Context: an optimization exercise on an open-source flow, tuned for small area, a short achievable clock period and few clock cycles. The choices shown serve that exercise and are no tape-out recipe.
Where RTL was checked, it was by simulation tests only, not by an equivalence proof against the original.
Power is estimated from default activity; no workload was simulated.

// ll_ptr_mgr
module ll_ptr_mgr #(
    parameter int DATA_DEPTH = ll_pkg::DEF_DATA_DEPTH,
    parameter int DATA_WD    = ll_pkg::DEF_DATA_WD,
    parameter int NUM_LISTS  = ll_pkg::DEF_NUM_LISTS,
    localparam int PTR_WD    = $clog2(DATA_DEPTH),
    localparam int CNT_WD    = PTR_WD + 1,
    localparam int LID_WD    = (NUM_LISTS > 1) ? $clog2(NUM_LISTS) : 1
) (
    input  logic                        clk,
    input  logic                        reset_n,
    input  logic                        req_vld,
    output logic                        req_rdy,
    input  logic [2:0]                  req_op,
    input  logic [LID_WD-1:0]           req_list,
    input  logic [CNT_WD-1:0]           req_pos,
    input  logic [DATA_WD-1:0]          req_data,
    output logic                        resp_vld,
    input  logic                        resp_rdy,
    output logic [DATA_WD-1:0]          resp_data,
    output logic [1:0]                  resp_status,
    output logic [NUM_LISTS-1:0]        ll_empty,
    output logic [NUM_LISTS*CNT_WD-1:0] ll_size,
    output logic [CNT_WD-1:0]           free_cnt
);
export LEC_CHECK = 0
export CAP_MARGIN = 20
export CORE_MARGIN = 2
export CORE_UTILIZATION = 40
export SETUP_SLACK_MARGIN = 3.0
export SLEW_MARGIN = 20
create_clock -name core_clock -period 6.0 [get_ports {clk}]
run.sh (not shown) runs the stock make flow with config.mk's settings and CLKGATE_MAP_FILE= SYNTH_SCRIPT=/design/flow/synth_recipe.tcl, a recipe that flattens the netlist after the stock synthesis.
The first run went through all stages and came out clean.
Testbench counts at the start, summed over its fixed seeds: cycles 4,808.
Next try:
--- a/flow/design.v
+++ b/flow/design.v
@@ -41,36 +41,18 @@
     input  logic [DATA_WD-1:0]          req_data,
     output logic                        resp_vld,
     input  logic                        resp_rdy,
     output logic [DATA_WD-1:0]          resp_data,
     output logic [1:0]                  resp_status,
     output logic [NUM_LISTS-1:0]        ll_empty,
     output logic [NUM_LISTS*CNT_WD-1:0] ll_size,
     output logic [CNT_WD-1:0]           free_cnt
 );
-    function automatic logic ge4(input logic [3:0] a, input logic [3:0] b);
-        logic [3:0] g, e;
-        g = a & ~b;
-        e = ~(a ^ b);
-        ge4 = g[3] | (e[3] & g[2]) | (e[3] & e[2] & g[1]) | (e[3] & e[2] & e[1] & (a[0] | ~b[0]));
-    endfunction
-    function automatic logic gt4(input logic [3:0] a, input logic [3:0] b);
-        logic [3:0] g, e;
-        g = a & ~b;
-        e = ~(a ^ b);
-        gt4 = g[3] | (e[3] & g[2]) | (e[3] & e[2] & g[1]) | (e[3] & e[2] & e[1] & g[0]);
-    endfunction
-    function automatic logic [3:0] inc4(input logic [3:0] a);
-        inc4 = {a[3] ^ (a[2] & a[1] & a[0]), a[2] ^ (a[1] & a[0]), a[1] ^ a[0], ~a[0]};
-    endfunction
-    function automatic logic [3:0] dec4(input logic [3:0] a);
-        dec4 = {a[3] ^ ~(a[2] | a[1] | a[0]), a[2] ^ ~(a[1] | a[0]), a[1] ^ ~a[0], ~a[0]};
-    endfunction
     logic [DATA_DEPTH-1:0] vld_q;
     logic [LID_WD-1:0]     lid_q   [DATA_DEPTH];
     logic [PTR_WD-1:0]     rank_q  [DATA_DEPTH];
     logic [DATA_WD-1:0]    data_mem[DATA_DEPTH];
     logic [CNT_WD-1:0]     size_q  [NUM_LISTS];
     logic                  acc, free_zero, is_push, is_ins, is_del, is_rd, is_clr;
     logic                  alloc_ok, del_ok, clr_ok, keep;
     logic [1:0]            chk_stat;
     logic [NUM_LISTS-1:0]  lsel;
@@ -92,22 +74,20 @@
             lsel[l] = (req_list == LID_WD'(l));
             in_size = in_size | (size_q[l] & {CNT_WD{lsel[l]}});
         end
     end
     assign new_rank = is_push ? in_size[PTR_WD-1:0] : req_pos[PTR_WD-1:0];
     logic [NUM_LISTS-1:0] pos_gt, pos_ge;
     logic                 ins_bad, at_bad, in_empty;
     always_comb begin
         for (int l = 0; l < NUM_LISTS; l++) begin
-            pos_gt[l] = size_q[l][4] ? (req_pos[4] && |req_pos[3:0])
-                                     : (req_pos[4] || gt4(req_pos[3:0], size_q[l][3:0]));
-            pos_ge[l] = size_q[l][4] ? req_pos[4]
-                                     : (req_pos[4] || ge4(req_pos[3:0], size_q[l][3:0]));
+            pos_gt[l] = (req_pos >  size_q[l]);
+            pos_ge[l] = (req_pos >= size_q[l]);
         end
     end
     assign ins_bad  = |(pos_gt & lsel);
     assign at_bad   = |(pos_ge & lsel);
     assign in_empty = |(ll_empty & lsel);
     always_comb begin
         chk_stat = ST_OK;
         case (req_op)
             OP_PUSH_TAIL: if (free_zero) chk_stat = ST_FULL;
@@ -139,21 +119,21 @@
             size_inc[l] = size_q[l] + CNT_WD'(1);
             size_dec[l] = size_q[l] - CNT_WD'(1);
         end
     end
     always_comb begin
         logic all_used;
         all_used = 1'b1;
         for (int i = 0; i < DATA_DEPTH; i++) begin
             lm[i] = vld_q[i] && (lid_q[i] == req_list);
-            eq[i] = lm[i] && !req_pos[4] && (rank_q[i] == req_pos[3:0]);
-            gt[i] = lm[i] && !req_pos[4] && gt4(rank_q[i], req_pos[3:0]);
-            ge[i] = lm[i] && !req_pos[4] && ge4(rank_q[i], req_pos[3:0]);
+            eq[i] = lm[i] && ({1'b0, rank_q[i]} == req_pos);
+            gt[i] = lm[i] && ({1'b0, rank_q[i]} >  req_pos);
+            ge[i] = lm[i] && ({1'b0, rank_q[i]} >= req_pos);
             ff[i] = !vld_q[i] && all_used;
             all_used = all_used && vld_q[i];
         end
     end
     always_comb begin
         rd_data = '0;
         for (int i = 0; i < DATA_DEPTH; i++)
             rd_data = rd_data | (data_mem[i] & {DATA_WD{eq[i]}});
     end
@@ -167,21 +147,21 @@
     end
     always_ff @(posedge clk) begin
         if (req_rdy) resp_data <= (is_del || is_rd) ? rd_data : '0;
         for (int i = 0; i < DATA_DEPTH; i++) begin
             if (ff[i]) begin
                 data_mem[i] <= req_data;
                 lid_q[i]    <= req_list;
                 rank_q[i]   <= new_rank;
             end else if (acc && is_ins && !free_zero && ge[i]) begin
-                rank_q[i]   <= inc4(rank_q[i]);
+                rank_q[i]   <= rank_q[i] + PTR_WD'(1);
             end else if (acc && is_del && gt[i]) begin
-                rank_q[i]   <= dec4(rank_q[i]);
+                rank_q[i]   <= rank_q[i] - PTR_WD'(1);
             end
         end
     end
     always_ff @(posedge clk or posedge reset_n) begin
         if (reset_n) begin
             vld_q       <= '0;
             resp_vld    <= 1'b0;
             resp_status <= '0;
             free_cnt    <= CNT_WD'(DATA_DEPTH);
Power went down by 2.3%.
Synthesized cell count decreases by 1.4%.
Fmax goes down by 10%.
Utilization grows by 0.22 points.
Worst setup slack got worse by 350 ps.
Register-to-register slack gets worse by 350 ps.
Die area is about the same.
Synthesized area hardly moves.
Flip-flop and latch count stays the same.
Final area climbs by 0.57%.
Routed wire length falls by 5.3%.
Clock-buffer cell count climbs by 9.
Sequential share of layout area decreases by 0.28 points.
Final cell count stays flat.
No functional check of the RTL was part of the second run of this note.

static timing again, ports no longer ideal:
How much do the figures lean on ideal ports? The routed layouts below were timed once more, with nothing changed but the port constraints. Step 1 assumes that a clkbuf_16 drives the clock port and a buf_2 every other input. Step 2, shift: input delay + t, output delay - t, t = (earliest + latest rising clock arrival at the registers) / 2. This alone moves slack from input paths to output paths. a / b / c = no drivers / after step 1 / after step 2; a / b = the first two.
run	shift t [ns]	slack for setup (ns)	clock arrival spread, ns
the first run	0.688	2.876 / 2.881 / 2.212	0.038 / 0.037
the second run	0.669	2.525 / 2.526 / 1.857	0.048 / 0.048
After both steps every run listed still meets setup and hold. For the second run, which loses most, drivers alone change the setup slack by +0.001 ns; drivers and shift together by -0.668 ns.
